Source: an optimization exercise on an open RTL-to-GDS flow (aim: small area, a short achievable clock period and few clock cycles per item). Production flows keep margins and buffers that such runs may drop.
Only the layout flow was run in this run; the RTL was not checked for function there.

`design/flow/config.mk`:
```
export PLATFORM = sky130hd
export DESIGN_NAME = fc_layer_top
export DESIGN_NICKNAME = fc_layer_top
export VERILOG_FILES = /design/flow/design.v
export SDC_FILE = /design/flow/constraint.sdc
export NUM_CORES = 4
export LEC_CHECK = 0
export CAP_MARGIN = 20
export CORE_MARGIN = 2
export CORE_UTILIZATION = 40
export PLACE_DENSITY = 0.5
export SETUP_SLACK_MARGIN = 5
export SLEW_MARGIN = 20
```
`design/flow/constraint.sdc`:
```
create_clock -name core_clock -period 9.0 [get_ports {clk}]
set_input_delay 1.8000 -clock core_clock [delete_from_list [all_inputs] [get_ports {clk}]]
set_output_delay 1.8000 -clock core_clock [all_outputs]
set_load 0.01 [all_outputs]
```
`design/flow/design.v`:
```
`default_nettype none
package fc_pkg;
    localparam int BYTE_W    = 8;
    localparam int WORD_W    = 32;
    localparam int IN_COUNT  = 8;
    localparam int OUT_COUNT = 4;
    localparam int ACC_W     = 20;
    localparam int FEATURE_W = IN_COUNT * BYTE_W;
    localparam int FRAME_WORDS = (FEATURE_W + OUT_COUNT * FEATURE_W
                                  + OUT_COUNT * BYTE_W) / WORD_W;
    localparam int STEP_W = 4;
    typedef enum logic {
        LOAD_RECEIVE,
        LOAD_COMPUTE
    } loader_state_t;
    typedef enum logic [1:0] {
        LANE_IDLE,
        LANE_ACCUMULATE,
        LANE_BIAS_ADD,
        LANE_DONE
    } lane_state_t;
endpackage
`default_nettype wire
`default_nettype none
module fc_dot4_cs (
    input  wire [47:0] bd,    
    input  wire [31:0] w,
    input  wire [8:0]  nq,    
    input  wire [18:0] a1,
    input  wire [18:0] a2,
    output wire [18:0] s,
    output wire [18:0] c
);
wire x1;
wire x2;
wire x3;
wire x4;
wire x5;
wire x6;
wire x7;
wire x8;
wire x9;
wire nx10;
wire x11;
wire x12;
wire x13;
wire x14;
wire x15;
wire x16;
wire x17;
wire x18;
wire x19;
wire nx20;
wire x21;
wire x22;
wire x23;
wire x24;
wire x25;
wire x26;
wire x27;
wire x28;
wire x29;
wire nx30;
wire x31;
wire x32;
wire x33;
wire x34;
wire x35;
wire x36;
wire x37;
wire x38;
wire x39;
wire nx40;
wire x41;
wire x42;
wire x43;
wire x44;
wire x45;
wire x46;
wire x47;
wire x48;
wire x49;
wire nx50;
wire x51;
wire x52;
wire x53;
wire x54;
wire x55;
wire x56;
wire x57;
wire x58;
wire x59;
wire nx60;
wire x61;
wire x62;
wire x63;
wire x64;
wire x65;
wire x66;
wire x67;
wire x68;
wire x69;
wire nx70;
wire x71;
wire x72;
wire x73;
wire x74;
wire x75;
wire x76;
wire x77;
wire x78;
wire x79;
wire nx80;
wire x81;
wire x82;
wire x83;
wire x84;
wire x85;
wire x86;
wire x87;
wire x88;
wire x89;
wire nx90;
wire x91;
wire x92;
wire x93;
wire x94;
wire x95;
wire x96;
wire x97;
wire x98;
wire x99;
wire nx100;
wire x101;
wire x102;
wire x103;
wire x104;
wire x105;
wire x106;
wire x107;
wire x108;
wire x109;
wire nx110;
wire x111;
wire x112;
wire x113;
wire x114;
wire x115;
wire x116;
wire x117;
wire x118;
wire x119;
wire nx120;
wire x121;
wire x122;
wire x123;
wire x124;
wire x125;
wire x126;
wire x127;
wire x128;
wire x129;
wire nx130;
wire x131;
wire x132;
wire x133;
wire x134;
wire x135;
wire x136;
wire x137;
wire x138;
wire x139;
wire nx140;
wire x141;
wire x142;
wire x143;
wire x144;
wire x145;
wire x146;
wire x147;
wire x148;
wire x149;
wire nx150;
wire x151;
wire x152;
wire x153;
wire x154;
wire x155;
wire x156;
wire x157;
wire x158;
wire x159;
wire nx160;
wire s161;
wire c162;
wire s163;
wire c164;
wire s165;
wire c166;
wire s167;
wire c168;
wire s169;
wire c170;
wire s171;
wire c172;
wire s173;
wire c174;
wire s175;
wire c176;
wire s177;
wire c178;
wire s179;
wire c180;
wire s181;
wire c182;
wire s183;
wire c184;
wire s185;
wire c186;
wire s187;
wire c188;
wire s189;
wire c190;
wire s191;
wire c192;
wire s193;
wire c194;
wire s195;
wire c196;
wire s197;
wire c198;
wire s199;
wire c200;
wire s201;
wire c202;
wire s203;
wire c204;
wire s205;
wire c206;
wire s207;
wire c208;
wire s209;
wire c210;
wire s211;
wire c212;
wire s213;
wire c214;
wire s215;
wire c216;
wire s217;
wire c218;
wire s219;
wire c220;
wire s221;
wire c222;
wire s223;
wire c224;
wire s225;
wire c226;
wire s227;
wire c228;
wire s229;
wire c230;
wire s231;
wire c232;
wire s233;
wire c234;
wire s235;
wire c236;
wire s237;
wire c238;
wire s239;
wire c240;
wire s241;
wire c242;
wire s243;
wire c244;
wire s245;
wire c246;
wire s247;
wire c248;
wire s249;
wire c250;
wire s251;
wire c252;
wire s253;
wire c254;
wire s255;
wire c256;
wire s257;
wire c258;
wire s259;
wire c260;
wire s261;
wire c262;
wire s263;
wire c264;
wire s265;
wire c266;
wire s267;
wire c268;
wire s269;
wire c270;
wire s271;
wire c272;
wire s273;
wire c274;
wire s275;
wire c276;
wire s277;
wire c278;
wire s279;
wire c280;
wire s281;
wire c282;
wire s283;
wire c284;
wire s285;
wire c286;
wire s287;
wire c288;
wire s289;
wire c290;
wire s291;
wire c292;
wire s293;
wire c294;
wire s295;
wire c296;
wire s297;
wire c298;
wire s299;
wire c300;
wire s301;
wire c302;
wire s303;
wire c304;
wire s305;
wire c306;
wire s307;
wire c308;
wire s309;
wire c310;
wire s311;
wire c312;
wire s313;
wire c314;
wire s315;
wire c316;
wire s317;
wire c318;
wire s319;
wire c320;
wire s321;
wire c322;
wire s323;
wire c324;
wire s325;
wire c326;
wire s327;
wire c328;
wire s329;
wire c330;
wire s331;
wire c332;
wire s333;
wire c334;
wire s335;
wire c336;
wire s337;
wire c338;
wire s339;
wire c340;
wire s341;
wire c342;
wire s343;
wire c344;
wire s345;
wire c346;
wire s347;
wire c348;
wire s349;
wire c350;
wire s351;
wire c352;
wire s353;
wire c354;
wire s355;
wire c356;
wire s357;
wire c358;
wire s359;
wire c360;
wire s361;
wire c362;
wire s363;
wire c364;
wire s365;
wire c366;
wire s367;
wire c368;
wire s369;
wire c370;
wire s371;
wire c372;
wire s373;
wire c374;
wire s375;
wire c376;
wire s377;
wire c378;
wire s379;
wire c380;
wire s381;
wire c382;
wire s383;
wire c384;
wire s385;
wire c386;
wire s387;
wire c388;
wire s389;
wire c390;
wire s391;
wire c392;
wire s393;
wire c394;
wire s395;
wire c396;
wire s397;
wire c398;
wire s399;
wire c400;
wire s401;
wire c402;
wire s403;
wire c404;
wire s405;
wire c406;
wire s407;
wire c408;
wire s409;
wire c410;
wire s411;
wire c412;
wire s413;
wire c414;
wire s415;
wire c416;
wire s417;
wire c418;
wire s419;
wire c420;
wire s421;
wire c422;
wire s423;
wire c424;
wire s425;
wire c426;
wire s427;
wire c428;
wire s429;
wire c430;
wire s431;
wire c432;
wire s433;
wire c434;
wire s435;
wire c436;
wire s437;
wire c438;
wire s439;
wire c440;
wire s441;
wire c442;
wire s443;
wire c444;
wire s445;
wire c446;
wire s447;
wire c448;
wire s449;
wire c450;
wire s451;
wire c452;
wire s453;
wire c454;
wire s455;
wire c456;
wire s457;
wire c458;
wire s459;
wire c460;
wire s461;
wire c462;
wire s463;
wire c464;
wire s465;
wire c466;
wire s467;
wire c468;
wire s469;
wire c470;
wire s471;
wire c472;
wire s473;
wire c474;
wire s475;
wire c476;
wire s477;
wire c478;
wire s479;
wire c480;
wire s481;
wire c482;
wire s483;
wire c484;
wire s485;
wire c486;
wire s487;
wire c488;
wire s489;
wire c490;
wire s491;
wire c492;
wire s493;
wire c494;
wire s495;
wire c496;
wire s497;
wire c498;
wire s499;
wire c500;
wire s501;
wire c502;
wire s503;
wire c504;
assign x1 = ((bd[0] & w[0]) | (bd[1] & 1'b0)) ^ bd[2];
assign x2 = ((bd[0] & w[1]) | (bd[1] & w[0])) ^ bd[2];
assign x3 = ((bd[0] & w[2]) | (bd[1] & w[1])) ^ bd[2];
assign x4 = ((bd[0] & w[3]) | (bd[1] & w[2])) ^ bd[2];
assign x5 = ((bd[0] & w[4]) | (bd[1] & w[3])) ^ bd[2];
assign x6 = ((bd[0] & w[5]) | (bd[1] & w[4])) ^ bd[2];
assign x7 = ((bd[0] & w[6]) | (bd[1] & w[5])) ^ bd[2];
assign x8 = ((bd[0] & w[7]) | (bd[1] & w[6])) ^ bd[2];
assign x9 = ((bd[0] & w[7]) | (bd[1] & w[7])) ^ bd[2];
assign nx10 = ~x9;
assign x11 = ((bd[3] & w[0]) | (bd[4] & 1'b0)) ^ bd[5];
assign x12 = ((bd[3] & w[1]) | (bd[4] & w[0])) ^ bd[5];
assign x13 = ((bd[3] & w[2]) | (bd[4] & w[1])) ^ bd[5];
assign x14 = ((bd[3] & w[3]) | (bd[4] & w[2])) ^ bd[5];
assign x15 = ((bd[3] & w[4]) | (bd[4] & w[3])) ^ bd[5];
assign x16 = ((bd[3] & w[5]) | (bd[4] & w[4])) ^ bd[5];
assign x17 = ((bd[3] & w[6]) | (bd[4] & w[5])) ^ bd[5];
assign x18 = ((bd[3] & w[7]) | (bd[4] & w[6])) ^ bd[5];
assign x19 = ((bd[3] & w[7]) | (bd[4] & w[7])) ^ bd[5];
assign nx20 = ~x19;
assign x21 = ((bd[6] & w[0]) | (bd[7] & 1'b0)) ^ bd[8];
assign x22 = ((bd[6] & w[1]) | (bd[7] & w[0])) ^ bd[8];
assign x23 = ((bd[6] & w[2]) | (bd[7] & w[1])) ^ bd[8];
assign x24 = ((bd[6] & w[3]) | (bd[7] & w[2])) ^ bd[8];
assign x25 = ((bd[6] & w[4]) | (bd[7] & w[3])) ^ bd[8];
assign x26 = ((bd[6] & w[5]) | (bd[7] & w[4])) ^ bd[8];
assign x27 = ((bd[6] & w[6]) | (bd[7] & w[5])) ^ bd[8];
assign x28 = ((bd[6] & w[7]) | (bd[7] & w[6])) ^ bd[8];
assign x29 = ((bd[6] & w[7]) | (bd[7] & w[7])) ^ bd[8];
assign nx30 = ~x29;
assign x31 = ((bd[9] & w[0]) | (bd[10] & 1'b0)) ^ bd[11];
assign x32 = ((bd[9] & w[1]) | (bd[10] & w[0])) ^ bd[11];
assign x33 = ((bd[9] & w[2]) | (bd[10] & w[1])) ^ bd[11];
assign x34 = ((bd[9] & w[3]) | (bd[10] & w[2])) ^ bd[11];
assign x35 = ((bd[9] & w[4]) | (bd[10] & w[3])) ^ bd[11];
assign x36 = ((bd[9] & w[5]) | (bd[10] & w[4])) ^ bd[11];
assign x37 = ((bd[9] & w[6]) | (bd[10] & w[5])) ^ bd[11];
assign x38 = ((bd[9] & w[7]) | (bd[10] & w[6])) ^ bd[11];
assign x39 = ((bd[9] & w[7]) | (bd[10] & w[7])) ^ bd[11];
assign nx40 = ~x39;
assign x41 = ((bd[12] & w[8]) | (bd[13] & 1'b0)) ^ bd[14];
assign x42 = ((bd[12] & w[9]) | (bd[13] & w[8])) ^ bd[14];
assign x43 = ((bd[12] & w[10]) | (bd[13] & w[9])) ^ bd[14];
assign x44 = ((bd[12] & w[11]) | (bd[13] & w[10])) ^ bd[14];
assign x45 = ((bd[12] & w[12]) | (bd[13] & w[11])) ^ bd[14];
assign x46 = ((bd[12] & w[13]) | (bd[13] & w[12])) ^ bd[14];
assign x47 = ((bd[12] & w[14]) | (bd[13] & w[13])) ^ bd[14];
assign x48 = ((bd[12] & w[15]) | (bd[13] & w[14])) ^ bd[14];
assign x49 = ((bd[12] & w[15]) | (bd[13] & w[15])) ^ bd[14];
assign nx50 = ~x49;
assign x51 = ((bd[15] & w[8]) | (bd[16] & 1'b0)) ^ bd[17];
assign x52 = ((bd[15] & w[9]) | (bd[16] & w[8])) ^ bd[17];
assign x53 = ((bd[15] & w[10]) | (bd[16] & w[9])) ^ bd[17];
assign x54 = ((bd[15] & w[11]) | (bd[16] & w[10])) ^ bd[17];
assign x55 = ((bd[15] & w[12]) | (bd[16] & w[11])) ^ bd[17];
assign x56 = ((bd[15] & w[13]) | (bd[16] & w[12])) ^ bd[17];
assign x57 = ((bd[15] & w[14]) | (bd[16] & w[13])) ^ bd[17];
assign x58 = ((bd[15] & w[15]) | (bd[16] & w[14])) ^ bd[17];
assign x59 = ((bd[15] & w[15]) | (bd[16] & w[15])) ^ bd[17];
assign nx60 = ~x59;
assign x61 = ((bd[18] & w[8]) | (bd[19] & 1'b0)) ^ bd[20];
assign x62 = ((bd[18] & w[9]) | (bd[19] & w[8])) ^ bd[20];
assign x63 = ((bd[18] & w[10]) | (bd[19] & w[9])) ^ bd[20];
assign x64 = ((bd[18] & w[11]) | (bd[19] & w[10])) ^ bd[20];
assign x65 = ((bd[18] & w[12]) | (bd[19] & w[11])) ^ bd[20];
assign x66 = ((bd[18] & w[13]) | (bd[19] & w[12])) ^ bd[20];
assign x67 = ((bd[18] & w[14]) | (bd[19] & w[13])) ^ bd[20];
assign x68 = ((bd[18] & w[15]) | (bd[19] & w[14])) ^ bd[20];
assign x69 = ((bd[18] & w[15]) | (bd[19] & w[15])) ^ bd[20];
assign nx70 = ~x69;
assign x71 = ((bd[21] & w[8]) | (bd[22] & 1'b0)) ^ bd[23];
assign x72 = ((bd[21] & w[9]) | (bd[22] & w[8])) ^ bd[23];
assign x73 = ((bd[21] & w[10]) | (bd[22] & w[9])) ^ bd[23];
assign x74 = ((bd[21] & w[11]) | (bd[22] & w[10])) ^ bd[23];
assign x75 = ((bd[21] & w[12]) | (bd[22] & w[11])) ^ bd[23];
assign x76 = ((bd[21] & w[13]) | (bd[22] & w[12])) ^ bd[23];
assign x77 = ((bd[21] & w[14]) | (bd[22] & w[13])) ^ bd[23];
assign x78 = ((bd[21] & w[15]) | (bd[22] & w[14])) ^ bd[23];
assign x79 = ((bd[21] & w[15]) | (bd[22] & w[15])) ^ bd[23];
assign nx80 = ~x79;
assign x81 = ((bd[24] & w[16]) | (bd[25] & 1'b0)) ^ bd[26];
assign x82 = ((bd[24] & w[17]) | (bd[25] & w[16])) ^ bd[26];
assign x83 = ((bd[24] & w[18]) | (bd[25] & w[17])) ^ bd[26];
assign x84 = ((bd[24] & w[19]) | (bd[25] & w[18])) ^ bd[26];
assign x85 = ((bd[24] & w[20]) | (bd[25] & w[19])) ^ bd[26];
assign x86 = ((bd[24] & w[21]) | (bd[25] & w[20])) ^ bd[26];
assign x87 = ((bd[24] & w[22]) | (bd[25] & w[21])) ^ bd[26];
assign x88 = ((bd[24] & w[23]) | (bd[25] & w[22])) ^ bd[26];
assign x89 = ((bd[24] & w[23]) | (bd[25] & w[23])) ^ bd[26];
assign nx90 = ~x89;
assign x91 = ((bd[27] & w[16]) | (bd[28] & 1'b0)) ^ bd[29];
assign x92 = ((bd[27] & w[17]) | (bd[28] & w[16])) ^ bd[29];
assign x93 = ((bd[27] & w[18]) | (bd[28] & w[17])) ^ bd[29];
assign x94 = ((bd[27] & w[19]) | (bd[28] & w[18])) ^ bd[29];
assign x95 = ((bd[27] & w[20]) | (bd[28] & w[19])) ^ bd[29];
assign x96 = ((bd[27] & w[21]) | (bd[28] & w[20])) ^ bd[29];
assign x97 = ((bd[27] & w[22]) | (bd[28] & w[21])) ^ bd[29];
assign x98 = ((bd[27] & w[23]) | (bd[28] & w[22])) ^ bd[29];
assign x99 = ((bd[27] & w[23]) | (bd[28] & w[23])) ^ bd[29];
assign nx100 = ~x99;
assign x101 = ((bd[30] & w[16]) | (bd[31] & 1'b0)) ^ bd[32];
assign x102 = ((bd[30] & w[17]) | (bd[31] & w[16])) ^ bd[32];
assign x103 = ((bd[30] & w[18]) | (bd[31] & w[17])) ^ bd[32];
assign x104 = ((bd[30] & w[19]) | (bd[31] & w[18])) ^ bd[32];
assign x105 = ((bd[30] & w[20]) | (bd[31] & w[19])) ^ bd[32];
assign x106 = ((bd[30] & w[21]) | (bd[31] & w[20])) ^ bd[32];
assign x107 = ((bd[30] & w[22]) | (bd[31] & w[21])) ^ bd[32];
assign x108 = ((bd[30] & w[23]) | (bd[31] & w[22])) ^ bd[32];
assign x109 = ((bd[30] & w[23]) | (bd[31] & w[23])) ^ bd[32];
assign nx110 = ~x109;
assign x111 = ((bd[33] & w[16]) | (bd[34] & 1'b0)) ^ bd[35];
assign x112 = ((bd[33] & w[17]) | (bd[34] & w[16])) ^ bd[35];
assign x113 = ((bd[33] & w[18]) | (bd[34] & w[17])) ^ bd[35];
assign x114 = ((bd[33] & w[19]) | (bd[34] & w[18])) ^ bd[35];
assign x115 = ((bd[33] & w[20]) | (bd[34] & w[19])) ^ bd[35];
assign x116 = ((bd[33] & w[21]) | (bd[34] & w[20])) ^ bd[35];
assign x117 = ((bd[33] & w[22]) | (bd[34] & w[21])) ^ bd[35];
assign x118 = ((bd[33] & w[23]) | (bd[34] & w[22])) ^ bd[35];
assign x119 = ((bd[33] & w[23]) | (bd[34] & w[23])) ^ bd[35];
assign nx120 = ~x119;
assign x121 = ((bd[36] & w[24]) | (bd[37] & 1'b0)) ^ bd[38];
assign x122 = ((bd[36] & w[25]) | (bd[37] & w[24])) ^ bd[38];
assign x123 = ((bd[36] & w[26]) | (bd[37] & w[25])) ^ bd[38];
assign x124 = ((bd[36] & w[27]) | (bd[37] & w[26])) ^ bd[38];
assign x125 = ((bd[36] & w[28]) | (bd[37] & w[27])) ^ bd[38];
assign x126 = ((bd[36] & w[29]) | (bd[37] & w[28])) ^ bd[38];
assign x127 = ((bd[36] & w[30]) | (bd[37] & w[29])) ^ bd[38];
assign x128 = ((bd[36] & w[31]) | (bd[37] & w[30])) ^ bd[38];
assign x129 = ((bd[36] & w[31]) | (bd[37] & w[31])) ^ bd[38];
assign nx130 = ~x129;
assign x131 = ((bd[39] & w[24]) | (bd[40] & 1'b0)) ^ bd[41];
assign x132 = ((bd[39] & w[25]) | (bd[40] & w[24])) ^ bd[41];
assign x133 = ((bd[39] & w[26]) | (bd[40] & w[25])) ^ bd[41];
assign x134 = ((bd[39] & w[27]) | (bd[40] & w[26])) ^ bd[41];
assign x135 = ((bd[39] & w[28]) | (bd[40] & w[27])) ^ bd[41];
assign x136 = ((bd[39] & w[29]) | (bd[40] & w[28])) ^ bd[41];
assign x137 = ((bd[39] & w[30]) | (bd[40] & w[29])) ^ bd[41];
assign x138 = ((bd[39] & w[31]) | (bd[40] & w[30])) ^ bd[41];
assign x139 = ((bd[39] & w[31]) | (bd[40] & w[31])) ^ bd[41];
assign nx140 = ~x139;
assign x141 = ((bd[42] & w[24]) | (bd[43] & 1'b0)) ^ bd[44];
assign x142 = ((bd[42] & w[25]) | (bd[43] & w[24])) ^ bd[44];
assign x143 = ((bd[42] & w[26]) | (bd[43] & w[25])) ^ bd[44];
assign x144 = ((bd[42] & w[27]) | (bd[43] & w[26])) ^ bd[44];
assign x145 = ((bd[42] & w[28]) | (bd[43] & w[27])) ^ bd[44];
assign x146 = ((bd[42] & w[29]) | (bd[43] & w[28])) ^ bd[44];
assign x147 = ((bd[42] & w[30]) | (bd[43] & w[29])) ^ bd[44];
assign x148 = ((bd[42] & w[31]) | (bd[43] & w[30])) ^ bd[44];
assign x149 = ((bd[42] & w[31]) | (bd[43] & w[31])) ^ bd[44];
assign nx150 = ~x149;
assign x151 = ((bd[45] & w[24]) | (bd[46] & 1'b0)) ^ bd[47];
assign x152 = ((bd[45] & w[25]) | (bd[46] & w[24])) ^ bd[47];
assign x153 = ((bd[45] & w[26]) | (bd[46] & w[25])) ^ bd[47];
assign x154 = ((bd[45] & w[27]) | (bd[46] & w[26])) ^ bd[47];
assign x155 = ((bd[45] & w[28]) | (bd[46] & w[27])) ^ bd[47];
assign x156 = ((bd[45] & w[29]) | (bd[46] & w[28])) ^ bd[47];
assign x157 = ((bd[45] & w[30]) | (bd[46] & w[29])) ^ bd[47];
assign x158 = ((bd[45] & w[31]) | (bd[46] & w[30])) ^ bd[47];
assign x159 = ((bd[45] & w[31]) | (bd[46] & w[31])) ^ bd[47];
assign nx160 = ~x159;
assign s161 = x5 ^ x13 ^ x21;
assign c162 = (x5 & x13) | (x5 & x21) | (x13 & x21);
assign s163 = x6 ^ x14 ^ x22;
assign c164 = (x6 & x14) | (x6 & x22) | (x14 & x22);
assign s165 = x46 ^ x54;
assign c166 = x46 & x54;
assign s167 = x7 ^ x15 ^ x23;
assign c168 = (x7 & x15) | (x7 & x23) | (x15 & x23);
assign s169 = x31 ^ x47 ^ x55;
assign c170 = (x31 & x47) | (x31 & x55) | (x47 & x55);
assign s171 = x63 ^ x71 ^ x87;
assign c172 = (x63 & x71) | (x63 & x87) | (x71 & x87);
assign s173 = x95 ^ x103 ^ x111;
assign c174 = (x95 & x103) | (x95 & x111) | (x103 & x111);
assign s175 = x8 ^ x16 ^ x24;
assign c176 = (x8 & x16) | (x8 & x24) | (x16 & x24);
assign s177 = x32 ^ x48 ^ x56;
assign c178 = (x32 & x48) | (x32 & x56) | (x48 & x56);
assign s179 = x64 ^ x72 ^ x88;
assign c180 = (x64 & x72) | (x64 & x88) | (x72 & x88);
assign s181 = x96 ^ x104 ^ x112;
assign c182 = (x96 & x104) | (x96 & x112) | (x104 & x112);
assign s183 = x128 ^ x136 ^ x144;
assign c184 = (x128 & x136) | (x128 & x144) | (x136 & x144);
assign s185 = nx10 ^ x17 ^ x25;
assign c186 = (nx10 & x17) | (nx10 & x25) | (x17 & x25);
assign s187 = x33 ^ nx50 ^ x57;
assign c188 = (x33 & nx50) | (x33 & x57) | (nx50 & x57);
assign s189 = x65 ^ x73 ^ nx90;
assign c190 = (x65 & x73) | (x65 & nx90) | (x73 & nx90);
assign s191 = x97 ^ x105 ^ x113;
assign c192 = (x97 & x105) | (x97 & x113) | (x105 & x113);
assign s193 = nx130 ^ x137 ^ x145;
assign c194 = (nx130 & x137) | (nx130 & x145) | (x137 & x145);
assign s195 = x153 ^ nq[8];
assign c196 = x153 & nq[8];
assign s197 = x18 ^ x26 ^ x34;
assign c198 = (x18 & x26) | (x18 & x34) | (x26 & x34);
assign s199 = x58 ^ x66 ^ x74;
assign c200 = (x58 & x66) | (x58 & x74) | (x66 & x74);
assign s201 = x98 ^ x106 ^ x114;
assign c202 = (x98 & x106) | (x98 & x114) | (x106 & x114);
assign s203 = x138 ^ x146;
assign c204 = x138 & x146;
assign s205 = nx20 ^ x27 ^ x35;
assign c206 = (nx20 & x27) | (nx20 & x35) | (x27 & x35);
assign s207 = nx60 ^ x67 ^ x75;
assign c208 = (nx60 & x67) | (nx60 & x75) | (x67 & x75);
assign s209 = nx100 ^ x107 ^ x115;
assign c210 = (nx100 & x107) | (nx100 & x115) | (x107 & x115);
assign s211 = x28 ^ x36;
assign c212 = x28 & x36;
assign s213 = x3 ^ x11 ^ x43;
assign c214 = (x3 & x11) | (x3 & x43) | (x11 & x43);
assign s215 = x4 ^ x12 ^ x44;
assign c216 = (x4 & x12) | (x4 & x44) | (x12 & x44);
assign s217 = x52 ^ x84;
assign c218 = x52 & x84;
assign s219 = x45 ^ x53 ^ x61;
assign c220 = (x45 & x53) | (x45 & x61) | (x53 & x61);
assign s221 = x85 ^ x93 ^ x101;
assign c222 = (x85 & x93) | (x85 & x101) | (x93 & x101);
assign s223 = x125 ^ x133 ^ x141;
assign c224 = (x125 & x133) | (x125 & x141) | (x133 & x141);
assign s225 = x62 ^ x86 ^ x94;
assign c226 = (x62 & x86) | (x62 & x94) | (x86 & x94);
assign s227 = x102 ^ x126 ^ x134;
assign c228 = (x102 & x126) | (x102 & x134) | (x126 & x134);
assign s229 = x142 ^ nq[5] ^ a1[5];
assign c230 = (x142 & nq[5]) | (x142 & a1[5]) | (nq[5] & a1[5]);
assign s231 = a2[5] ^ s163;
assign c232 = a2[5] & s163;
assign s233 = x127 ^ x135 ^ x143;
assign c234 = (x127 & x135) | (x127 & x143) | (x135 & x143);
assign s235 = x151 ^ nq[6] ^ a1[6];
assign c236 = (x151 & nq[6]) | (x151 & a1[6]) | (nq[6] & a1[6]);
assign s237 = a2[6] ^ s167 ^ s169;
assign c238 = (a2[6] & s167) | (a2[6] & s169) | (s167 & s169);
assign s239 = s171 ^ s173 ^ c164;
assign c240 = (s171 & s173) | (s171 & c164) | (s173 & c164);
assign s241 = x152 ^ nq[7] ^ a1[7];
assign c242 = (x152 & nq[7]) | (x152 & a1[7]) | (nq[7] & a1[7]);
assign s243 = a2[7] ^ s175 ^ s177;
assign c244 = (a2[7] & s175) | (a2[7] & s177) | (s175 & s177);
assign s245 = s179 ^ s181 ^ s183;
assign c246 = (s179 & s181) | (s179 & s183) | (s181 & s183);
assign s247 = c168 ^ c170 ^ c172;
assign c248 = (c168 & c170) | (c168 & c172) | (c170 & c172);
assign s249 = a1[8] ^ a2[8] ^ s185;
assign c250 = (a1[8] & a2[8]) | (a1[8] & s185) | (a2[8] & s185);
assign s251 = s187 ^ s189 ^ s191;
assign c252 = (s187 & s189) | (s187 & s191) | (s189 & s191);
assign s253 = s193 ^ s195 ^ c176;
assign c254 = (s193 & s195) | (s193 & c176) | (s195 & c176);
assign s255 = c178 ^ c180 ^ c182;
assign c256 = (c178 & c180) | (c178 & c182) | (c180 & c182);
assign s257 = x154 ^ a1[9] ^ a2[9];
assign c258 = (x154 & a1[9]) | (x154 & a2[9]) | (a1[9] & a2[9]);
assign s259 = s197 ^ s199 ^ s201;
assign c260 = (s197 & s199) | (s197 & s201) | (s199 & s201);
assign s261 = s203 ^ c186 ^ c188;
assign c262 = (s203 & c186) | (s203 & c188) | (c186 & c188);
assign s263 = c190 ^ c192 ^ c194;
assign c264 = (c190 & c192) | (c190 & c194) | (c192 & c194);
assign s265 = nx140 ^ x147 ^ x155;
assign c266 = (nx140 & x147) | (nx140 & x155) | (x147 & x155);
assign s267 = a1[10] ^ a2[10] ^ s205;
assign c268 = (a1[10] & a2[10]) | (a1[10] & s205) | (a2[10] & s205);
assign s269 = s207 ^ s209 ^ c198;
assign c270 = (s207 & s209) | (s207 & c198) | (s209 & c198);
assign s271 = c200 ^ c202 ^ c204;
assign c272 = (c200 & c202) | (c200 & c204) | (c202 & c204);
assign s273 = x68 ^ x76 ^ x108;
assign c274 = (x68 & x76) | (x68 & x108) | (x76 & x108);
assign s275 = x116 ^ x148 ^ x156;
assign c276 = (x116 & x148) | (x116 & x156) | (x148 & x156);
assign s277 = a1[11] ^ a2[11] ^ s211;
assign c278 = (a1[11] & a2[11]) | (a1[11] & s211) | (a2[11] & s211);
assign s279 = c206 ^ c208 ^ c210;
assign c280 = (c206 & c208) | (c206 & c210) | (c208 & c210);
assign s281 = nx30 ^ x37 ^ nx70;
assign c282 = (nx30 & x37) | (nx30 & nx70) | (x37 & nx70);
assign s283 = x77 ^ nx110 ^ x117;
assign c284 = (x77 & nx110) | (x77 & x117) | (nx110 & x117);
assign s285 = nx150 ^ x157 ^ a1[12];
assign c286 = (nx150 & x157) | (nx150 & a1[12]) | (x157 & a1[12]);
assign s287 = x38 ^ x78;
assign c288 = x38 & x78;
assign s289 = x1 ^ x41;
assign c290 = x1 & x41;
assign s291 = x2 ^ x42 ^ x82;
assign c292 = (x2 & x42) | (x2 & x82) | (x42 & x82);
assign s293 = x51 ^ x83 ^ x91;
assign c294 = (x51 & x83) | (x51 & x91) | (x83 & x91);
assign s295 = x123 ^ x131 ^ nq[2];
assign c296 = (x123 & x131) | (x123 & nq[2]) | (x131 & nq[2]);
assign s297 = x92 ^ x124 ^ x132;
assign c298 = (x92 & x124) | (x92 & x132) | (x124 & x132);
assign s299 = nq[3] ^ a1[3] ^ a2[3];
assign c300 = (nq[3] & a1[3]) | (nq[3] & a2[3]) | (a1[3] & a2[3]);
assign s301 = s215 ^ s217;
assign c302 = s215 & s217;
assign s303 = nq[4] ^ a1[4] ^ a2[4];
assign c304 = (nq[4] & a1[4]) | (nq[4] & a2[4]) | (a1[4] & a2[4]);
assign s305 = s161 ^ s219 ^ s221;
assign c306 = (s161 & s219) | (s161 & s221) | (s219 & s221);
assign s307 = s223 ^ c216 ^ c218;
assign c308 = (s223 & c216) | (s223 & c218) | (c216 & c218);
assign s309 = s165 ^ c162 ^ s225;
assign c310 = (s165 & c162) | (s165 & s225) | (c162 & s225);
assign s311 = s227 ^ s229 ^ s231;
assign c312 = (s227 & s229) | (s227 & s231) | (s229 & s231);
assign s313 = c220 ^ c222 ^ c224;
assign c314 = (c220 & c222) | (c220 & c224) | (c222 & c224);
assign s315 = c166 ^ s233 ^ s235;
assign c316 = (c166 & s233) | (c166 & s235) | (s233 & s235);
assign s317 = s237 ^ s239 ^ c226;
assign c318 = (s237 & s239) | (s237 & c226) | (s239 & c226);
assign s319 = c228 ^ c230 ^ c232;
assign c320 = (c228 & c230) | (c228 & c232) | (c230 & c232);
assign s321 = c174 ^ s241 ^ s243;
assign c322 = (c174 & s241) | (c174 & s243) | (s241 & s243);
assign s323 = s245 ^ s247 ^ c234;
assign c324 = (s245 & s247) | (s245 & c234) | (s247 & c234);
assign s325 = c236 ^ c238 ^ c240;
assign c326 = (c236 & c238) | (c236 & c240) | (c238 & c240);
assign s327 = c184 ^ s249 ^ s251;
assign c328 = (c184 & s249) | (c184 & s251) | (s249 & s251);
assign s329 = s253 ^ s255 ^ c242;
assign c330 = (s253 & s255) | (s253 & c242) | (s255 & c242);
assign s331 = c244 ^ c246 ^ c248;
assign c332 = (c244 & c246) | (c244 & c248) | (c246 & c248);
assign s333 = c196 ^ s257 ^ s259;
assign c334 = (c196 & s257) | (c196 & s259) | (s257 & s259);
assign s335 = s261 ^ s263 ^ c250;
assign c336 = (s261 & s263) | (s261 & c250) | (s263 & c250);
assign s337 = c252 ^ c254 ^ c256;
assign c338 = (c252 & c254) | (c252 & c256) | (c254 & c256);
assign s339 = s265 ^ s267 ^ s269;
assign c340 = (s265 & s267) | (s265 & s269) | (s267 & s269);
assign s341 = s271 ^ c258 ^ c260;
assign c342 = (s271 & c258) | (s271 & c260) | (c258 & c260);
assign s343 = c262 ^ c264 ^ 1'b1;
assign c344 = (c262 & c264) | (c262 & 1'b1) | (c264 & 1'b1);
assign s345 = s273 ^ s275 ^ s277;
assign c346 = (s273 & s275) | (s273 & s277) | (s275 & s277);
assign s347 = s279 ^ c266 ^ c268;
assign c348 = (s279 & c266) | (s279 & c268) | (c266 & c268);
assign s349 = c270 ^ c272 ^ 1'b1;
assign c350 = (c270 & c272) | (c270 & 1'b1) | (c272 & 1'b1);
assign s351 = a2[12] ^ c212 ^ s281;
assign c352 = (a2[12] & c212) | (a2[12] & s281) | (c212 & s281);
assign s353 = s283 ^ s285 ^ c274;
assign c354 = (s283 & s285) | (s283 & c274) | (s285 & c274);
assign s355 = c276 ^ c278 ^ c280;
assign c356 = (c276 & c278) | (c276 & c280) | (c278 & c280);
assign s357 = x118 ^ x158 ^ a1[13];
assign c358 = (x118 & x158) | (x118 & a1[13]) | (x158 & a1[13]);
assign s359 = a2[13] ^ s287 ^ c282;
assign c360 = (a2[13] & s287) | (a2[13] & c282) | (s287 & c282);
assign s361 = c284 ^ c286 ^ 1'b1;
assign c362 = (c284 & c286) | (c284 & 1'b1) | (c286 & 1'b1);
assign s363 = nx40 ^ nx80 ^ nx120;
assign c364 = (nx40 & nx80) | (nx40 & nx120) | (nx80 & nx120);
assign s365 = nx160 ^ a1[14] ^ a2[14];
assign c366 = (nx160 & a1[14]) | (nx160 & a2[14]) | (a1[14] & a2[14]);
assign s367 = x81 ^ x121 ^ nq[0];
assign c368 = (x81 & x121) | (x81 & nq[0]) | (x121 & nq[0]);
assign s369 = x122 ^ nq[1] ^ a1[1];
assign c370 = (x122 & nq[1]) | (x122 & a1[1]) | (nq[1] & a1[1]);
assign s371 = a2[1] ^ s291;
assign c372 = a2[1] & s291;
assign s373 = a1[2] ^ a2[2] ^ s213;
assign c374 = (a1[2] & a2[2]) | (a1[2] & s213) | (a2[2] & s213);
assign s375 = s293 ^ s295 ^ c292;
assign c376 = (s293 & s295) | (s293 & c292) | (s295 & c292);
assign s377 = c214 ^ s297 ^ s299;
assign c378 = (c214 & s297) | (c214 & s299) | (s297 & s299);
assign s379 = s301 ^ c294 ^ c296;
assign c380 = (s301 & c294) | (s301 & c296) | (c294 & c296);
assign s381 = s303 ^ s305 ^ s307;
assign c382 = (s303 & s305) | (s303 & s307) | (s305 & s307);
assign s383 = c298 ^ c300 ^ c302;
assign c384 = (c298 & c300) | (c298 & c302) | (c300 & c302);
assign s385 = s309 ^ s311 ^ s313;
assign c386 = (s309 & s311) | (s309 & s313) | (s311 & s313);
assign s387 = c304 ^ c306 ^ c308;
assign c388 = (c304 & c306) | (c304 & c308) | (c306 & c308);
assign s389 = s315 ^ s317 ^ s319;
assign c390 = (s315 & s317) | (s315 & s319) | (s317 & s319);
assign s391 = c310 ^ c312 ^ c314;
assign c392 = (c310 & c312) | (c310 & c314) | (c312 & c314);
assign s393 = s321 ^ s323 ^ s325;
assign c394 = (s321 & s323) | (s321 & s325) | (s323 & s325);
assign s395 = c316 ^ c318 ^ c320;
assign c396 = (c316 & c318) | (c316 & c320) | (c318 & c320);
assign s397 = s327 ^ s329 ^ s331;
assign c398 = (s327 & s329) | (s327 & s331) | (s329 & s331);
assign s399 = c322 ^ c324 ^ c326;
assign c400 = (c322 & c324) | (c322 & c326) | (c324 & c326);
assign s401 = s333 ^ s335 ^ s337;
assign c402 = (s333 & s335) | (s333 & s337) | (s335 & s337);
assign s403 = c328 ^ c330 ^ c332;
assign c404 = (c328 & c330) | (c328 & c332) | (c330 & c332);
assign s405 = s339 ^ s341 ^ s343;
assign c406 = (s339 & s341) | (s339 & s343) | (s341 & s343);
assign s407 = c334 ^ c336 ^ c338;
assign c408 = (c334 & c336) | (c334 & c338) | (c336 & c338);
assign s409 = s345 ^ s347 ^ s349;
assign c410 = (s345 & s347) | (s345 & s349) | (s347 & s349);
assign s411 = c340 ^ c342 ^ c344;
assign c412 = (c340 & c342) | (c340 & c344) | (c342 & c344);
assign s413 = s351 ^ s353 ^ s355;
assign c414 = (s351 & s353) | (s351 & s355) | (s353 & s355);
assign s415 = c346 ^ c348 ^ c350;
assign c416 = (c346 & c348) | (c346 & c350) | (c348 & c350);
assign s417 = s357 ^ s359 ^ s361;
assign c418 = (s357 & s359) | (s357 & s361) | (s359 & s361);
assign s419 = c352 ^ c354 ^ c356;
assign c420 = (c352 & c354) | (c352 & c356) | (c354 & c356);
assign s421 = c288 ^ s363 ^ s365;
assign c422 = (c288 & s363) | (c288 & s365) | (s363 & s365);
assign s423 = c358 ^ c360 ^ c362;
assign c424 = (c358 & c360) | (c358 & c362) | (c360 & c362);
assign s425 = a1[15] ^ a2[15] ^ c364;
assign c426 = (a1[15] & a2[15]) | (a1[15] & c364) | (a2[15] & c364);
assign s427 = c366 ^ 1'b1;
assign c428 = c366 & 1'b1;
assign s429 = a1[0] ^ a2[0];
assign c430 = a1[0] & a2[0];
assign s431 = c290 ^ s369 ^ s371;
assign c432 = (c290 & s369) | (c290 & s371) | (s369 & s371);
assign s433 = s373 ^ s375 ^ c370;
assign c434 = (s373 & s375) | (s373 & c370) | (s375 & c370);
assign s435 = s377 ^ s379 ^ c374;
assign c436 = (s377 & s379) | (s377 & c374) | (s379 & c374);
assign s437 = s381 ^ s383 ^ c378;
assign c438 = (s381 & s383) | (s381 & c378) | (s383 & c378);
assign s439 = s385 ^ s387 ^ c382;
assign c440 = (s385 & s387) | (s385 & c382) | (s387 & c382);
assign s441 = s389 ^ s391 ^ c386;
assign c442 = (s389 & s391) | (s389 & c386) | (s391 & c386);
assign s443 = s393 ^ s395 ^ c390;
assign c444 = (s393 & s395) | (s393 & c390) | (s395 & c390);
assign s445 = s397 ^ s399 ^ c394;
assign c446 = (s397 & s399) | (s397 & c394) | (s399 & c394);
assign s447 = s401 ^ s403 ^ c398;
assign c448 = (s401 & s403) | (s401 & c398) | (s403 & c398);
assign s449 = s405 ^ s407 ^ c402;
assign c450 = (s405 & s407) | (s405 & c402) | (s407 & c402);
assign s451 = s409 ^ s411 ^ c406;
assign c452 = (s409 & s411) | (s409 & c406) | (s411 & c406);
assign s453 = s413 ^ s415 ^ c410;
assign c454 = (s413 & s415) | (s413 & c410) | (s415 & c410);
assign s455 = s417 ^ s419 ^ c414;
assign c456 = (s417 & s419) | (s417 & c414) | (s419 & c414);
assign s457 = s421 ^ s423 ^ c418;
assign c458 = (s421 & s423) | (s421 & c418) | (s423 & c418);
assign s459 = s425 ^ s427 ^ c422;
assign c460 = (s425 & s427) | (s425 & c422) | (s427 & c422);
assign s461 = a1[16] ^ a2[16] ^ c426;
assign c462 = (a1[16] & a2[16]) | (a1[16] & c426) | (a2[16] & c426);
assign s463 = a1[17] ^ a2[17];
assign c464 = a1[17] & a2[17];
assign s465 = a1[18] ^ a2[18];
assign c466 = a1[18] & a2[18];
assign s467 = s289 ^ s367;
assign c468 = s289 & s367;
assign s469 = c368 ^ s431 ^ c430;
assign c470 = (c368 & s431) | (c368 & c430) | (s431 & c430);
assign s471 = c372 ^ s433 ^ c432;
assign c472 = (c372 & s433) | (c372 & c432) | (s433 & c432);
assign s473 = c376 ^ s435 ^ c434;
assign c474 = (c376 & s435) | (c376 & c434) | (s435 & c434);
assign s475 = c380 ^ s437 ^ c436;
assign c476 = (c380 & s437) | (c380 & c436) | (s437 & c436);
assign s477 = c384 ^ s439 ^ c438;
assign c478 = (c384 & s439) | (c384 & c438) | (s439 & c438);
assign s479 = c388 ^ s441 ^ c440;
assign c480 = (c388 & s441) | (c388 & c440) | (s441 & c440);
assign s481 = c392 ^ s443 ^ c442;
assign c482 = (c392 & s443) | (c392 & c442) | (s443 & c442);
assign s483 = c396 ^ s445 ^ c444;
assign c484 = (c396 & s445) | (c396 & c444) | (s445 & c444);
assign s485 = c400 ^ s447 ^ c446;
assign c486 = (c400 & s447) | (c400 & c446) | (s447 & c446);
assign s487 = c404 ^ s449 ^ c448;
assign c488 = (c404 & s449) | (c404 & c448) | (s449 & c448);
assign s489 = c408 ^ s451 ^ c450;
assign c490 = (c408 & s451) | (c408 & c450) | (s451 & c450);
assign s491 = c412 ^ s453 ^ c452;
assign c492 = (c412 & s453) | (c412 & c452) | (s453 & c452);
assign s493 = c416 ^ s455 ^ c454;
assign c494 = (c416 & s455) | (c416 & c454) | (s455 & c454);
assign s495 = c420 ^ s457 ^ c456;
assign c496 = (c420 & s457) | (c420 & c456) | (s457 & c456);
assign s497 = c424 ^ s459 ^ c458;
assign c498 = (c424 & s459) | (c424 & c458) | (s459 & c458);
assign s499 = c428 ^ s461 ^ c460;
assign c500 = (c428 & s461) | (c428 & c460) | (s461 & c460);
assign s501 = s463 ^ c462 ^ 1'b1;
assign c502 = (s463 & c462) | (s463 & 1'b1) | (c462 & 1'b1);
assign s503 = s465 ^ c464 ^ 1'b1;
assign c504 = (s465 & c464) | (s465 & 1'b1) | (c464 & 1'b1);
assign s = {s503, s501, s499, s497, s495, s493, s491, s489, s487, s485, s483, s481, s479, s477, s475, s473, s471, s469, s429};
assign c = {c502, c500, c498, c496, c494, c492, c490, c488, c486, c484, c482, c480, c478, c476, c474, c472, c470, c468, s467};
endmodule
`default_nettype wire
`timescale 1ns/1ns
`default_nettype none
import fc_pkg::*;
module fc_layer_top (
    input  wire logic              clk,
    input  wire logic              rstn,
    input  wire logic              in_valid,
    input  wire logic [WORD_W-1:0] in_data,
    output logic                   out_valid,
    output logic      [WORD_W-1:0] out_data
);
    localparam int SW = 19;
    logic [SW-1:0] acc, r0, r1, r2;      
    function automatic logic [7:0] quant(input logic [SW-1:0] x);
        if ((x[SW-1:15] == '0) || (x[SW-1:15] == '1)) quant = x[15:8];
        else quant = x[SW-1] ? 8'h80 : 8'h7F;
    endfunction
    logic        vq;
    logic [31:0] dq;
    logic [3:0]  cnt;       
    logic [3:0]  nidx;      
    logic        ldq, wtq, finq;
    assign nidx = !vq ? cnt : (cnt == 4'd10) ? 4'd0 : cnt + 4'd1;
    always_ff @(posedge clk) dq <= in_data;
    always_ff @(posedge clk or negedge rstn) begin
        if (!rstn) begin
            vq   <= 1'b0;
            cnt  <= '0;
            ldq  <= 1'b0;
            wtq  <= 1'b0;
            finq <= 1'b0;
        end else begin
            vq   <= in_valid;
            cnt  <= nidx;
            ldq  <= in_valid && (nidx < 4'd2);
            wtq  <= in_valid && (nidx >= 4'd2) && (nidx <= 4'd9);
            finq <= in_valid && (nidx == 4'd10);
        end
    end
    logic [31:0] fhi, fhi_d;
    logic [47:0] flo, flo_d;
    logic [8:0]  nq, nq_d;       
    always_comb begin
        nq_d = '0;
        for (int b = 0; b < 4; b++)
            nq_d = nq_d + {2'b00, fhi[8*b+7], 1'b0, fhi[8*b+5], 1'b0, fhi[8*b+3], 1'b0, fhi[8*b+1]};
    end
    always_comb begin
        for (int b = 0; b < 4; b++) begin
            for (int i = 0; i < 4; i++) begin
                logic f2, f1, f0;
                f2 = fhi[8*b+2*i+1];
                f1 = fhi[8*b+2*i];
                f0 = (i == 0) ? 1'b0 : fhi[8*b+2*i-1];
                flo_d[12*b+3*i]   = f1 ^ f0;
                flo_d[12*b+3*i+1] = (f2 & !f1 & !f0) | (!f2 & f1 & f0);
                flo_d[12*b+3*i+2] = f2;
                fhi_d[8*b+2*i+1] = flo[12*b+3*i+2];
                fhi_d[8*b+2*i]   = flo[12*b+3*i] ^ ((i == 0) ? 1'b0 : flo[12*b+3*i-1]);
            end
        end
    end
    always_ff @(posedge clk) begin
        if (ldq || wtq) begin
            flo <= flo_d;
            nq  <= nq_d;
            fhi <= ldq ? dq : fhi_d;
        end
    end
    logic [SW-1:0] s_d, c_d, cs_s, cs_c;
    logic [SW-1:0] a1, a2;
    logic          v2;
    assign a1 = !cnt[0] ? '0 : v2 ? cs_s : acc;
    assign a2 = (!cnt[0] || !v2) ? '0 : cs_c;
    fc_dot4_cs u_dot (
        .bd (flo),
        .w  (dq),
        .nq (nq),
        .a1 (a1),
        .a2 (a2),
        .s  (s_d),
        .c  (c_d)
    );
    always_ff @(posedge clk) begin
        cs_s <= s_d;
        cs_c <= c_d;
    end
    logic e_even, e_r0, e_r1, e_r2, e_a3;
    always_ff @(posedge clk or negedge rstn) begin
        if (!rstn) begin
            v2     <= 1'b0;
            e_even <= 1'b0;
            e_r0   <= 1'b0;
            e_r1   <= 1'b0;
            e_r2   <= 1'b0;
            e_a3   <= 1'b0;
        end else begin
            v2     <= wtq;
            e_even <= wtq && !cnt[0];
            e_r0   <= wtq && (cnt == 4'd3);
            e_r1   <= wtq && (cnt == 4'd5);
            e_r2   <= wtq && (cnt == 4'd7);
            e_a3   <= wtq && (cnt == 4'd9);
        end
    end
    logic [SW-1:0] sum;
    logic [7:0]    b3;
    assign b3  = finq ? dq[31:24] : 8'h00;
    assign sum = (v2 ? cs_s : acc) + (v2 ? cs_c : '0) + {{(SW-8){b3[7]}}, b3};
    always_ff @(posedge clk) begin
        if (e_even || e_a3 || finq) acc <= sum;
        if (e_r0 || finq) r0 <= e_r0 ? sum : r0 + {{(SW-8){dq[7]}},  dq[7:0]};
        if (e_r1 || finq) r1 <= e_r1 ? sum : r1 + {{(SW-8){dq[15]}}, dq[15:8]};
        if (e_r2 || finq) r2 <= e_r2 ? sum : r2 + {{(SW-8){dq[23]}}, dq[23:16]};
    end
    always_ff @(posedge clk or negedge rstn) begin
        if (!rstn) out_valid <= 1'b0;
        else       out_valid <= finq;
    end
    assign out_data = {quant(acc), quant(r2), quant(r1), quant(r0)};
endmodule
`default_nettype wire
```
`design/flow/run.sh`:
```
#!/bin/bash
# synth_recipe.tcl (not shown) runs the flow's synth.tcl, then flattens the netlist and writes it again
# the make line also repeats each setting of config.mk as NAME=value (left out here)
make -C /OpenROAD-flow-scripts/flow DESIGN_CONFIG=/design/flow/config.mk WORK_HOME=/design/flow/orfs CLKGATE_MAP_FILE= SYNTH_SCRIPT=/design/flow/synth_recipe.tcl finish
```
==> reports/metrics.cfg <==
[status]
status=timing/DRC/antenna clean

[yosys]
synth_cell_types=62
synth_cells=1852
synth_area_um2=19650
synth-warning-count=1
synth-seq-area-share_pct=34.25
syn_nets=2162
synth_edf_count=165
synth_flop_cell=edfxtp_1
ys_seq_elements=250
avgSynthCellArea_um2=10.61
async_flop_share_pct=6.000

[cts]
path_clk_slew_ns=0.06
cts_tree=yes
cts.path.max_buffers=3
clock_sinks=250
htreeDepth=1
cts_made_buffers=30
clk_latency_ns=0.60
cts-root-buf=clkbuf_16
cts_hold_buf=0

[detailed_routing]
wl_per_cell_um=21.13
avgViaCountPerCell=5.248
drt-initial-drc-count=1087
ant_nets=0
drcViolationCount=0
drtPass1Iterations=7
wl_mm=55.44
via_count=13770

[finish]
area_growth_pct=16.93
multi_input_area_um2=12240
final_cells=2624
final_cell_mix=fa_1 (166), edfxtp_1 (165), inv_1 (151)
final-seq-area_um2=6782
final_net_count=2245
nFillCells=4548
drive_above_1_share_pct=17.56
final_common_cell=fa_1

[grt]
grt_usage_pct=22.05
grt-ovfl-total=0
grt_pass1_wl_mm=84.91
grt_max_degree=78
antenna_found_initial=0
grt_pass1_vias=13940

[timing]
setup_tns_ns=0
finalCritPeriodShare_pct=46.51
max_slew.worst_pin.slew_ns=1.093
hold_viol=0
fin_ws_ns=4.814
fmax_mhz=238.9
setup_viol=0
relSlewSlack_pct=27.14
slew_viol_final=0
period_needed_ns=4.186
rsz0062_at_grt=true
clock-skew-final_ns=0.02470

[worst_hold_path]
hp-start=fhi[16]
hold_class=register to register

[placed_design]
pre_cts_slack_ns=4.612
gp_congestion=0.8886
dp.cells=2462
io_buffers=67
hpwl_mm=41.09

[floorplan]
row_count=81
start_util_pct=40.32
die_area_um2=50920
die_w_um=225.7
die_y_um=225.7
core_area_um2=48750
num_io_pins=68

[setup_path]
path_class=register to register
startpoint=flo[6]
worstReg2RegStart=flo[6]
cp.arrival_ns=4.72
cp-end-kind=register
crit_fanout=4
startpoint_type=register
cp_data_required_time_ns=9.54

[run]
drv_cap=0

## area by class of cell
cell class | instances | area share [%]
multi-input combinational | 1311 | 53.26
sequential | 250 | 29.51
tap | 664 | 3.615
timing repair buffer | 183 | 6.833
clock buffer | 45 | 3.871
inverter | 159 | 2.597
clock inverter | 11 | 0.3049
antenna | 1 | 0.01089
## final timing paths
kind	to	slack, ns	cells after the start
worst max register to register	cs_s[7]	4.81	12
max in group asynchronous	v2	6.73	1
worst min-delay path	flo[24]	0.45	0
worst min register to register	flo[24]	0.45	0
min in group asynchronous	cnt[2]	1.69	1
worst max-delay path	cs_s[7]	4.81	12
## repair_timing
item,4_1_cts,5_1_grt
endpoints found under the hold margin,0,0
buffers inserted,87,17
gates resized for setup,109,60
endpoints found under the setup margin,80,45
cloned,0,1
pin swaps,64,45
## through the flow
stage	util, %	hold WS (ns)	cell area [um2]
4_1_cts	46.49	0.4473	22660
3_3_place_gp	42.64	0.4297	20790
6_report	47.14	0.4471	22980
3_5_place_dp	42.65	0.4335	20790
2_1_floorplan	-	0.3786	19800
5_1_grt	47.14	0.4553	22980
## sequential cells by signal (all words and copies together), names as in the netlist, 19 cells and up
name / cells
r2: 19
r1: 19
cs_c: 19
dq: 32
flo: 48
fhi: 32
cs_s: 19
r0: 19
acc: 19
## metal layers
metal,track usage [%],share of wire [%],vias up
met1,31.22,46,6851
met4,6.388,2.7,0
met2,36.04,47,321
li1,-,-,6533
met3,2.030,3.8,65
met5,0,0,-
## synth_stat cells (all sizes together) (2+ instances only)
master / n / area [um2]
nand3: 15 / 75.07
a21o: 35 / 262.8
buf: 15 / 57.55
a22oi: 112 / 840.8
a211oi: 11 / 82.58
clkbuf: 117 / 439.2
inv: 159 / 596.8
a41oi: 4 / 42.55
a211o: 2 / 17.52
o21a: 6 / 45.04
nand2: 110 / 412.9
a31o: 6 / 52.55
dfxtp: 70 / 1401
and3: 20 / 125.1
or3: 3 / 18.77
ha: 97 / 1214
o211ai: 2 / 15.01
mux2i: 14 / 140.1
or2: 4 / 25.02
fa: 178 / 3563
nor3: 7 / 35.03
nand3b: 12 / 90.09
a31oi: 12 / 75.07
a21boi: 4 / 30.03
o21ai: 88 / 444.2
a21oi: 94 / 474.2
mux2: 46 / 518.0
dfrtp: 15 / 375.4
or4: 4 / 30.03
a311oi: 2 / 17.52
nor2: 62 / 232.7
nand2b: 20 / 125.1
o21bai: 9 / 67.56
and2: 38 / 237.7
edfxtp: 165 / 4955
o22ai: 2 / 12.51
a221oi: 2 / 41.29
o31ai: 4 / 30.03
xnor2: 111 / 972.2
xor2: 131 / 1147
nor2b: 15 / 93.84
nand4: 15 / 93.84
o311ai: 2 / 17.52
## worst max-delay path: stages (launching register included)
cell and delay [ns]:
edfxtp_1 0.46, buf_4 0.17, a22oi_2 0.19, xor2_1 0.11
fa_1 0.56, inv_2 0.05, fa_1 0.48, inv_1 0.06
fa_1 0.53, fa_1 0.44, fa_1 0.50, inv_2 0.04
fa_2 0.51
## kinds of logic after synthesis
group	share of synthesized area (%)
XOR/XNOR	10.78
adder cells (fa/ha/maj)	24.31
AND/OR/NAND/NOR	8.161
buffers and inverters	5.564
multiplexers	3.349
flip-flops	34.25
AO/OA/AOI/OAI	13.59

## re-timing with driven ports
How much do the figures lean on ideal ports? The routed layout below was timed once more, with nothing changed but the port constraints.
Step 1 assumes that a clkbuf_16 drives the clock port and a buf_2 every other input.
Step 2 times the ports against the registers' clock, not the clock port: input delays grow and output delays shrink by t, the midpoint of the rising clock arrivals with the driver on.
Three values: ideal, step 1, step 2; two values: the first two.
t, ns: 0.639
setup WS [ns]: 4.814 / 4.814 / 4.814
pins driven straight from the clock port: 1
After both steps this run still meets setup and hold. The setup slack of this run moves by 0.000 ns with the drivers and by 0.000 ns with both steps.
